Background: an optimization exercise with open tools, aiming at small area, a short achievable clock period and few clock cycles. Do not read the settings as production practice. Function was checked by simulation only, so behaviour that the tests miss may differ from the original. Power and IR drop assume default switching activity.

File: design/flow/design.v
module execute_calc_mc #(
    parameter int XLEN   = 32,
    parameter int MASK_W = XLEN / 8
) (
    input  logic              clk,
    input  logic              reset,
    input  logic              flush,
    input  logic              in_valid,
    output logic              in_ready,
    input  logic [3:0]        in_alu_op,
    input  logic [3:0]        in_br_op,
    input  logic [1:0]        in_mem_op,
    input  logic [2:0]        in_funct3,
    input  logic              in_use_rs2,
    input  logic [XLEN-1:0]   in_rs1_val,
    input  logic [XLEN-1:0]   in_rs2_val,
    input  logic [XLEN-1:0]   in_imm,
    input  logic [XLEN-1:0]   in_pc,
    output logic              out_valid,
    input  logic              out_ready,
    output logic [XLEN-1:0]   out_alu_result,
    output logic              out_cmp_eq,
    output logic              branch_taken_out,
    output logic [XLEN-1:0]   branch_target_out,
    output logic              mem_write_out,
    output logic              mem_read_out,
    output logic [XLEN-1:0]   mem_addr_out,
    output logic [XLEN-1:0]   mem_data_out,
    output logic [MASK_W-1:0] mem_mask_out,
    output logic              busy_out
);
    localparam logic [3:0] ALU_NONE = 4'd0,  ALU_ADD  = 4'd1,  ALU_SUB  = 4'd2,  ALU_AND  = 4'd3;
    localparam logic [3:0] ALU_OR   = 4'd4,  ALU_XOR  = 4'd5,  ALU_SLL  = 4'd6,  ALU_SRL  = 4'd7;
    localparam logic [3:0] ALU_SRA  = 4'd8,  ALU_SLT  = 4'd9,  ALU_SLTU = 4'd10, ALU_MUL  = 4'd11;
    localparam logic [3:0] ALU_MULH = 4'd12, ALU_DIV  = 4'd13, ALU_REM  = 4'd14, ALU_PASS = 4'd15;
    localparam logic [3:0] BR_NONE = 4'd0, BR_BEQ  = 4'd1, BR_BNE  = 4'd2,  BR_BLT  = 4'd3;
    localparam logic [3:0] BR_BGE  = 4'd4, BR_BLTU = 4'd5, BR_BGEU = 4'd6,  BR_BEQZ = 4'd7;
    localparam logic [3:0] BR_BNEZ = 4'd8, BR_JAL  = 4'd9, BR_JALR = 4'd10, BR_JR   = 4'd11;
    localparam logic [1:0] MEM_NONE = 2'd0, MEM_LOAD = 2'd1, MEM_STORE = 2'd2;
    localparam int K  = 8;             
    localparam int NM = XLEN / K;      
    localparam int TW = XLEN + K + 1;  
    typedef enum logic [1:0] {
        S_ONE = 2'd0,    
        S_MUL = 2'd1,    
        S_DAL = 2'd2,    
        S_DIT = 2'd3     
    } state_t;
    logic              p_valid;
    state_t            p_state;
    logic [XLEN-1:0]   p_a, p_b, p_rs2, p_tsum;
    logic [3:0]        p_alu_op, p_br_op;
    logic              p_mem_wr, p_mem_rd, p_mask1, p_mask2;
    logic [4:0]        p_cnt;
    logic              p_first, p_cy;
    logic [4:0]        p_shift;
    logic              p_bz, p_noiter;
    logic              r_valid, r_eq, r_taken, r_mem_wr, r_mem_rd;
    logic [XLEN-1:0]   r_res, r_tgt, r_dat;
    logic [MASK_W-1:0] r_mask;
    logic out_free, p_last, move, accept, step;
    logic r_rdy_a, r_rdy_b;
    assign out_free = !r_valid || out_ready;
    assign in_ready = reset && (r_rdy_a || (r_rdy_b && out_ready));
    assign accept   = in_valid && in_ready && !flush;
    assign move     = reset && !flush && p_valid && p_last && out_free;    
    assign step     = reset && !flush && p_valid && !p_last && out_free;   
    logic [XLEN-1:0] b_in, tsum_in;
    logic            jr_in;
    always_comb begin
        if (in_alu_op == ALU_ADD && in_mem_op != MEM_NONE)
            b_in = in_imm;
        else if (in_use_rs2 || in_br_op == BR_BEQZ || in_br_op == BR_BNEZ)
            b_in = in_rs2_val;
        else
            b_in = in_imm;
    end
    assign jr_in   = (in_br_op == BR_JALR) || (in_br_op == BR_JR);
    assign tsum_in = (jr_in ? in_rs1_val : in_pc) + in_imm;
    logic mem_wr_in, mem_rd_in, mask1_in, mask2_in;
    assign mem_wr_in = (in_mem_op == MEM_STORE) && (in_funct3 == 3'd0 || in_funct3 == 3'd1 ||
                                                     in_funct3 == 3'd2);
    assign mask1_in  = (in_mem_op == MEM_STORE) && (in_funct3 == 3'd1 || in_funct3 == 3'd2);
    assign mask2_in  = (in_mem_op == MEM_STORE) && (in_funct3 == 3'd2);
    assign mem_rd_in = (in_mem_op == MEM_LOAD) && (in_funct3 == 3'd0 || in_funct3 == 3'd1 ||
                                                    in_funct3 == 3'd2 || in_funct3 == 3'd4 ||
                                                    in_funct3 == 3'd5);
    logic is_mul_in, is_div_in;
    assign is_mul_in = (in_alu_op == ALU_MUL) || (in_alu_op == ALU_MULH);
    assign is_div_in = (in_alu_op == ALU_DIV) || (in_alu_op == ALU_REM);
    logic            do_sub;
    logic [XLEN:0]   addsub;
    logic            lt_u, lt_s;
    logic            add_cin;
    assign do_sub  = (p_alu_op != ALU_ADD) && (p_state != S_MUL);
    assign add_cin = do_sub || ((p_state == S_MUL) && p_cy);
    assign addsub  = {1'b0, p_a} + {1'b0, p_b ^ {XLEN{do_sub}}} + {{XLEN{1'b0}}, add_cin};
    assign lt_u   = !addsub[XLEN];
    assign lt_s   = (p_a[XLEN-1] ^ p_b[XLEN-1]) ? p_a[XLEN-1] : addsub[XLEN-1];
    function automatic logic [5:0] clz(input logic [XLEN-1:0] v);
        clz = 6'd32;
        for (int i = 0; i < XLEN; i++) if (v[i]) clz = XLEN - 1 - i;
    endfunction
    logic [6:0] shift_in;
    assign shift_in = {1'b0, clz(b_in)} - {1'b0, clz(in_rs1_val)};
    logic            dal, sh_left, sh_fill;
    logic [XLEN-1:0] sh_src, sh_x, sh_r, sh_out;
    logic [4:0]      sh_amt;
    logic [2*XLEN-1:0] sh_w;
    assign dal     = (p_state == S_DAL);
    assign sh_left = dal || (p_alu_op == ALU_SLL);
    assign sh_fill = !dal && (p_alu_op == ALU_SRA) && p_a[XLEN-1];
    assign sh_src  = dal ? p_b : p_a;
    assign sh_amt  = dal ? p_shift : p_b[4:0];
    always_comb begin
        for (int i = 0; i < XLEN; i++) sh_x[i] = sh_left ? sh_src[XLEN-1-i] : sh_src[i];
    end
    assign sh_w = {{XLEN{sh_fill}}, sh_x} >> sh_amt;
    assign sh_r = sh_w[XLEN-1:0];
    always_comb begin
        for (int i = 0; i < XLEN; i++) sh_out[i] = sh_left ? sh_r[XLEN-1-i] : sh_r[i];
    end
    logic [XLEN-1:0] alu;
    always_comb begin
        case (p_alu_op)
            ALU_ADD, ALU_SUB:          alu = addsub[XLEN-1:0];
            ALU_AND:                   alu = p_a & p_b;
            ALU_OR:                    alu = p_a | p_b;
            ALU_XOR:                   alu = p_a ^ p_b;
            ALU_SLL, ALU_SRL, ALU_SRA: alu = sh_out;
            ALU_SLT:                   alu = {{(XLEN-1){1'b0}}, lt_s};
            ALU_SLTU:                  alu = {{(XLEN-1){1'b0}}, lt_u};
            ALU_PASS:                  alu = p_b;
            default:                   alu = '0;
        endcase
    end
    localparam int NR = K + 2;           
    logic [TW-2:0]   rows [NR];          
    logic [XLEN-1:0] hs, hc;
    logic            cy_in;
    assign hs    = p_first ? '0 : r_dat;
    assign hc    = p_first ? '0 : r_tgt;
    assign cy_in = p_first ? 1'b0 : p_cy;
    always_comb begin
        rows[0] = {{K{1'b0}}, hs};
        rows[1] = {{K{1'b0}}, hc};
        for (int i = 0; i < K; i++)
            rows[i+2] = ({{K{1'b0}}, p_a & {XLEN{p_b[i]}}}) << i;
    end
    function automatic logic [2*(TW-1)-1:0] fa3(input logic [TW-2:0] x, input logic [TW-2:0] y,
                                                 input logic [TW-2:0] z);
        logic [TW-2:0] sm, cr;
        sm = x ^ y ^ z;
        cr = ((x & y) | (x & z) | (y & z)) << 1;
        fa3 = {cr, sm};
    endfunction
    logic [TW-2:0] l1 [7];
    logic [TW-2:0] l2 [5];
    logic [TW-2:0] l3 [4];
    logic [TW-2:0] l4 [3];
    logic [TW-2:0] cs_s, cs_c;
    always_comb begin
        {l1[1], l1[0]} = fa3(rows[0], rows[1], rows[2]);
        {l1[3], l1[2]} = fa3(rows[3], rows[4], rows[5]);
        {l1[5], l1[4]} = fa3(rows[6], rows[7], rows[8]);
        l1[6] = rows[9];
        {l2[1], l2[0]} = fa3(l1[0], l1[1], l1[2]);
        {l2[3], l2[2]} = fa3(l1[3], l1[4], l1[5]);
        l2[4] = l1[6];
        {l3[1], l3[0]} = fa3(l2[0], l2[1], l2[2]);
        l3[2] = l2[3];
        l3[3] = l2[4];
        {l4[1], l4[0]} = fa3(l3[0], l3[1], l3[2]);
        l4[2] = l3[3];
        {cs_c, cs_s} = fa3(l4[0], l4[1], l4[2]);
    end
    logic [K:0]      low;                
    assign low = {1'b0, cs_s[K-1:0]} + {1'b0, cs_c[K-1:0]} + {{K{1'b0}}, cy_in};
    logic            qbit, cnt_zero;
    logic [XLEN-1:0] rem_nx, quo_nx, mlo_nx, md_res;
    assign qbit   = addsub[XLEN];
    assign rem_nx = qbit ? addsub[XLEN-1:0] : p_a;
    assign quo_nx = {r_res[XLEN-2:0], qbit};
    assign mlo_nx = {low[K-1:0], p_b[XLEN-1:K]};
    assign cnt_zero = (p_cnt == 5'd0);
    always_comb begin
        case (p_state)
            S_MUL:   md_res = (p_alu_op == ALU_MULH) ? addsub[XLEN-1:0] : mlo_nx;
            S_DAL:   md_res = (p_alu_op == ALU_REM) ? p_a : {XLEN{p_bz}};
            default: md_res = (p_alu_op == ALU_REM) ? rem_nx : quo_nx;
        endcase
    end
    always_comb begin
        case (p_state)
            S_ONE:   p_last = 1'b1;
            S_DAL:   p_last = p_noiter;
            default: p_last = cnt_zero;
        endcase
    end
    logic [XLEN-1:0] res, tgt;
    logic            eq_now, eq, taken, p_eq;
    assign res    = (p_state == S_ONE) ? alu : md_res;
    assign eq_now = (p_a == p_b);
    assign eq     = (p_state == S_ONE || p_state == S_DAL) ? eq_now : p_eq;
    always_comb begin
        case (p_br_op)
            BR_BEQ, BR_BEQZ:        taken = eq;
            BR_BNE, BR_BNEZ:        taken = !eq;
            BR_BLT, BR_BLTU:        taken = res[0];
            BR_BGE, BR_BGEU:        taken = !res[0];
            BR_JAL, BR_JALR, BR_JR: taken = 1'b1;
            default:                taken = 1'b0;
        endcase
    end
    assign tgt = (p_br_op == BR_NONE) ? '0 :
                 {p_tsum[XLEN-1:1], p_tsum[0] && !(p_br_op == BR_JALR || p_br_op == BR_JR)};
    logic p_valid_nx, r_valid_nx, p_last_nx;
    always_comb begin
        if (!reset || flush) begin
            p_valid_nx = 1'b0;
            r_valid_nx = 1'b0;
        end else begin
            p_valid_nx = accept ? 1'b1 : (move ? 1'b0 : p_valid);
            r_valid_nx = move ? 1'b1 : ((step || out_ready) ? 1'b0 : r_valid);
        end
        if (accept)
            p_last_nx = is_mul_in ? 1'b0 : (is_div_in ? ((b_in == '0) || shift_in[6]) : 1'b1);
        else if (step)
            case (p_state)
                S_DAL:   p_last_nx = (p_shift == 5'd0);
                default: p_last_nx = (p_cnt == 5'd1);
            endcase
        else
            p_last_nx = p_last;
    end
    always_ff @(posedge clk) begin
        r_rdy_a <= !p_valid_nx || (p_last_nx && !r_valid_nx);
        r_rdy_b <= p_valid_nx && p_last_nx;
    end
    always_ff @(posedge clk) begin
        if (!reset || flush) begin
            p_valid <= 1'b0;
            r_valid <= 1'b0;
        end else begin
            if (accept)    p_valid <= 1'b1;
            else if (move) p_valid <= 1'b0;
            if (move)                      r_valid <= 1'b1;
            else if (step || out_ready)    r_valid <= 1'b0;
        end
    end
    always_ff @(posedge clk) begin
        if (accept) begin
            p_a      <= in_rs1_val;
            p_b      <= b_in;
            p_rs2    <= in_rs2_val;
            p_tsum   <= tsum_in;
            p_alu_op <= in_alu_op;
            p_br_op  <= in_br_op;
            p_mem_wr <= mem_wr_in;
            p_mem_rd <= mem_rd_in;
            p_mask1  <= mask1_in;
            p_mask2  <= mask2_in;
            p_state  <= is_mul_in ? S_MUL : (is_div_in ? S_DAL : S_ONE);
            p_cnt    <= (in_alu_op == ALU_MULH) ? NM : NM - 1;
            p_first  <= is_mul_in;
            p_shift  <= shift_in[4:0];
            p_bz     <= (b_in == '0);
            p_noiter <= (b_in == '0) || shift_in[6];
        end else if (step) begin
            if (p_first || dal) p_eq <= eq_now;
            case (p_state)
                S_MUL: begin
                    p_cnt   <= p_cnt - 5'd1;
                    p_first <= 1'b0;
                    p_cy    <= low[K];
                    if (p_alu_op == ALU_MULH && p_cnt == 5'd1) begin
                        p_a <= cs_s[TW-2:K];
                        p_b <= cs_c[TW-2:K];
                    end else begin
                        p_b <= mlo_nx;
                    end
                end
                S_DAL: begin
                    p_state <= S_DIT;
                    p_cnt   <= p_shift;
                    p_b     <= sh_out;
                end
                S_DIT: begin
                    p_cnt <= p_cnt - 5'd1;
                    p_a   <= rem_nx;
                    p_b   <= {1'b0, p_b[XLEN-1:1]};
                end
                default: ;
            endcase
        end
    end
    always_ff @(posedge clk) begin
        if (move) begin
            r_res    <= res;
            r_tgt    <= tgt;
            r_dat    <= p_rs2;
            r_eq     <= eq;
            r_taken  <= taken;
            r_mem_wr <= p_mem_wr;
            r_mem_rd <= p_mem_rd;
            r_mask   <= {p_mask2, p_mask2, p_mask1, p_mem_wr};
        end else if (step) begin
            case (p_state)
                S_MUL: begin
                    r_dat <= cs_s[TW-2:K];
                    r_tgt <= cs_c[TW-2:K];
                end
                S_DAL: r_res <= '0;
                S_DIT: r_res <= quo_nx;
                default: ;
            endcase
        end
    end
    assign out_valid         = r_valid;
    assign out_alu_result    = r_res;
    assign out_cmp_eq        = r_eq;
    assign branch_taken_out  = r_taken;
    assign branch_target_out = r_tgt;
    assign mem_write_out     = r_valid && r_mem_wr;
    assign mem_read_out      = r_valid && r_mem_rd;
    assign mem_addr_out      = r_res;
    assign mem_data_out      = r_dat;
    assign mem_mask_out      = r_mask;
    assign busy_out          = p_valid;
endmodule
File: design/flow/standard.sh
#!/bin/bash
# synth_recipe.tcl (not shown) runs the flow's synth.tcl, then flattens the netlist and writes it again
# the make line also repeats each setting of config.mk as NAME=value (left out here)
make -C /OpenROAD-flow-scripts/flow DESIGN_CONFIG=/design/flow/config.mk WORK_HOME=/design/flow/orfs CLKGATE_MAP_FILE= SYNTH_SCRIPT=/design/flow/synth_recipe.tcl "${@:-finish}"
File: design/flow/constraint.sdc
create_clock -name core_clock -period 12.0 [get_ports {clk}]
set_input_delay 2.4000 -clock core_clock [delete_from_list [all_inputs] [get_ports {clk}]]
set_output_delay 2.4000 -clock core_clock [all_outputs]
set_load 0.01 [all_outputs]
File: design/flow/config.mk
export PLATFORM = sky130hd
export DESIGN_NAME = execute_calc_mc
export DESIGN_NICKNAME = execute_calc_mc
export VERILOG_FILES = /design/flow/design.v
export SDC_FILE = /design/flow/constraint.sdc
export NUM_CORES = 4
export LEC_CHECK = 0
export CAP_MARGIN = 20
export CORE_MARGIN = 2
export CORE_UTILIZATION = 40
export SLEW_MARGIN = 20
File: design/flow/flow/run.sh
#!/bin/bash
# The standard ORFS layout (standard.sh, unchanged synthesis), with two settings of
# how the layout is made: the resizer repairs setup timing toward a tighter target
# (SETUP_SLACK_MARGIN, an optimisation margin only; the SDC and clock are the standard flow's), and the
# port buffers that the flow inserts on every input and output are buf_1 cells.
# The full tool output goes to standard.log in this folder.
set -o pipefail
export SETUP_SLACK_MARGIN=6.5
export BUFFER_PORTS_ARGS="-buffer_cell sky130_fd_sc_hd__buf_1"
bash standard.sh > standard.log 2>&1
==> summary.txt <==
[metal layers]
| layer | track usage (%) | vias up | routed length, um |
|---|---|---|---|
| li1 | - | 13560 | - |
| met2 | 58.65 | 2340 | 70040 |
| met4 | 24.18 | 6 | 13030 |
| met5 | 0 | - | 38 |
| met1 | 51.98 | 15800 | 63780 |
| met3 | 11.50 | 544 | 21130 |
[cell usage after synthesis, drive strengths merged (22+ instances only)]
cell / instances / share of area [%]
nor3: 71 / 1.1
ha: 162 / 6.4
edfxtp: 259 / 24
nand2: 613 / 7.2
fa: 251 / 16
nor4: 22 / 0.43
mux2: 47 / 1.7
a21o: 39 / 0.92
buf: 97 / 1.9
clkbuf: 168 / 2.0
nor2: 377 / 4.4
mux2i: 91 / 2.9
nand3: 62 / 0.97
a21oi: 239 / 3.8
nor2b: 81 / 1.6
o21ai: 262 / 4.2
a221o: 29 / 0.91
a211oi: 49 / 1.2
o211ai: 43 / 1.0
inv: 294 / 3.5
a31oi: 46 / 0.90
and3: 37 / 0.73
a221oi: 41 / 1.1
xnor2: 80 / 2.2
[state kept, by name, summed over array words and instances, names as in the netlist, 4 cells and up]
signal and count:
p_br_op 4, p_rs2 32, p_shift 5, p_b 32
p_cnt 5, p_tsum 32, r_dat 32, p_alu_op 4
p_a 32, r_res 32, r_tgt 32
[placed cells by master (no fill, tap or decap), types with 11 or more instances in the layout]
cell,Yosys,routed
clkbuf_16,0,41
o31ai_1,18,14
clkinv_1,15,12
o21ai_0,235,223
buf_4,42,122
mux4_2,17,17
nor2b_1,81,79
o21bai_1,20,19
nor2_1,377,366
fa_1,251,249
and2_1,13,13
mux2_2,45,44
a21oi_2,2,21
nand2b_1,21,21
mux2i_1,89,86
a21oi_1,237,214
a211oi_1,48,47
a22oi_1,11,11
a311oi_1,12,11
o21ai_1,23,31
ha_1,162,155
nor3_1,70,66
a2111oi_0,11,11
nand3_1,62,60
xor2_1,18,17
nand4_1,11,11
nand2_1,613,612
buf_1,22,272
xnor2_1,80,77
o211ai_1,43,43
inv_1,291,286
a31oi_1,46,44
a21o_1,39,38
o21a_1,14,14
edfxtp_1,259,259
a221o_1,29,29
nor4_1,22,19
a221oi_1,41,39
and3_1,37,37
[metrics by stage]
step	hold WS (ns)	util, %	cell area, um2
after floorplan	0.4003	-	32030
after global placement	0.4024	42.99	33910
after detailed placement	0.4062	43.03	33940
after CTS	0.4169	45.02	35500
after global routing	0.4230	45.79	36120
final	0.4102	45.80	36120
[layout make-up]
cell class                 instances  area (um2)  share of cell area (%)
sequential                       263        7858                   21.75
multi-input combinational       2944       22150                   61.31
tap                             1050        1314                   3.637
timing repair buffer             426        2409                   6.668
inverter                         309        1186                   3.284
clock buffer                      42       944.7                   2.615
clock inverter                    21       261.5                  0.7240
antenna                            1       2.502                0.006928
[what timing repair did]
| action | 4_1_cts | 5_1_grt |
|---|---|---|
| pin swaps | 7 | 35 |
| buffers inserted | 11 | 34 |
| resized for setup | 56 | 65 |
| endpoints found under the setup margin | 76 | 74 |
| gates cloned | 2 | 4 |
[worst min-delay path by stage]
stage                     depth (start not counted)                   to
after global routing                              0  r_mask[0]$_DFFE_PP_
after global placement                            0  r_mask[2]$_DFFE_PP_
final                                             0  r_mask[0]$_DFFE_PP_
after CTS                                         0  r_mask[0]$_DFFE_PP_
after floorplan                                   0  r_mask[0]$_DFFE_PP_
after detailed placement                          0  r_mask[0]$_DFFE_PP_
[power by group through the flow]
stage          clock network, mW  registers, mW  logic (mW)
6_report                    1.13           1.47        6.35
5_1_grt                     1.16           1.46        6.72
2_1_floorplan                  0           1.45        3.34
3_5_place_dp                   0           1.51        5.83
3_3_place_gp                   0           1.51        5.81
4_1_cts                     1.13           1.48        5.98
[cells by family (layout without fill, tap and decap cells)]
logic type                 after synthesis  in the layout  share of synthesized area [%]
buffers and inverters                  574            798                          7.538
and+or+nand+nor                       1349           1349                          18.39
adders and majority gates              413            413                          22.14
DFF                                    263            263                          24.67
muxes                                  155            155                          5.814
other                                    0              1                              0
xor gates and xnor gates                98             98                          2.695
AOI/OAI and AO/OA                      929            929                          18.75
[worst max-delay path, cell delays in order, from the launching register on]
cell,delay [ns]
edfxtp_1,0.33
buf_4,0.34
buf_4,0.53
nor2b_1,0.14
fa_1,0.57
inv_1,0.06
fa_1,0.45
fa_1,0.51
inv_1,0.05
fa_1,0.46
fa_1,0.53
nand2_1,0.23
a21oi_1,0.11
a2111oi_0,0.79
a31oi_1,0.07
==> qor.yml <==
slew_headroom_pct: 12.13
power.internal_mw: 4.178
vias: 32260
cts_max_path_buffers: 3
path_max_fanout: 44
die_h_um: 286.2
endpoint_kind: "flip-flop"
hp-class: "flip-flop to flip-flop"
setup_slack_ns: 6.472
finalSetupViolCount: 0
wire_per_inst_um: 33.23
synth_edf_count: 259
rsz0062_at_grt: "true"
dominantRegCellSynth: "edfxtp_1"
cts_tree: "built"
drt_wl_total_um: 168000
pwr-share-clk_pct: 12.6
yosys_warnings: 6
io_pins: 286
fmaxAchievable_ghz: 0.1809
clk_pin_slew_ns: 0.06
placed_cells: 4941
drt-initial-drc-count: 4690
ys_async_sr_fraction_pct: 0
synth_fp_nets: 4341
reg2regPathDepth: 14
routed_via_density: 6.380
yosysSeqAreaShare_pct: 24.67
grt_remaining_overflow: 0
arrival_ns: 5.83
final.min_clock_period_ns: 5.528
start_kind: "flip-flop"
drive_gt1_share_pct: 10.11
finalHoldViolCount: 0
crit_type: "flip-flop to flip-flop"
synth_cell_types: 91
r2r_slack_ns: 6.47
clock_latency_ns: 0.58
p_sw_share_pct: 53.30
cp-endpoint: "p_b[8]$_DFFE_PP_"
cts_hold_buf: 0
pwr-share-seq_pct: 16.4
cts_sinks: 263
antenna_found_initial: 5
syn_avg_cell_area_um2: 8.424
finalCritPeriodShare_pct: 46.07
drc: 0
outcome: "complete, no violations"
coreArea_um2: 78870
crit_required_ns: 12.30
first_pass_iters: 6
grt_usage_pct: 39.92
clock_skew_ns: 0.02497
areaGrowthSynthToFinish_pct: 13.40
nets: 4540
cp-startpoint: "p_first$_SDFFCE_PN0P_"
numCtsBuffers: 36
place_ws_ns: 5.439
powerDensity_nw_per_um2: 247.7
start_util_pct: 40.38
grt_pass1_wl_um: 230700
postRouteAntennaNets: 0
reg2reg_to: "p_b[8]$_DFFE_PP_"
htreeDepth: 2
syn_area_um2: 31850
min-delay-start: "p_mem_wr$_DFFE_PP_"
r2r-start: "p_first$_SDFFCE_PN0P_"
grt_start_max_net_pins: 100
grt_pass1_vias: 30320
num_rows: 103
finalPower_mw: 8.946
cts_root_buffer: "clkbuf_16"
hpwl_um: 129600
maxCapViolCount: 0
n_fill_cell: 7925
yosys_register_bits: 263
gp_congestion: 1.063
layoutNonFillerInstCount: 5056
p_comb_share_pct: 71.0
die_area_um2: 81900
die_x_um: 286.2
p_leak_nw: 14.51
worst_pin_slew_ns: 1.285
p_sw_mw: 4.768
setup_tns_ns: 0
port_buffers: 285
synthCells: 3781
slew_violations: 0
ir_drop_mv: 0.2019
Testbench counts, summed over its fixed seeds: cycles 45,988.

==> what the ideal ports hide <==
How much do the figures lean on ideal ports? The routed layout below was timed once more, with nothing changed but the port constraints. Step 1: set_driving_cell puts a clkbuf_16 on clk and a buf_2 on each other input, an assumption about the parent block. Step 2 adds t to the input delays and takes it off the output delays; t is the mean of the earliest and latest rising clock arrival at the registers after step 1. Input paths then give back, and output paths get back, about the clock's delay inside the block. Three values: no drivers, after step 1, after step 2; two values: the first two.
t, ns: 0.645
setup slack, ns: 6.472 / 6.472 / 5.990
worst hold slack (ns): 0.410 / 0.410 / 0.410
slew at the worst register clock pin (ns): 0.07 / 0.07
worst data-port slew with drivers (ns): 0.06
After both steps this run still meets setup and hold. For this run, drivers alone change the setup slack by 0.000 ns; drivers and shift together by -0.482 ns.
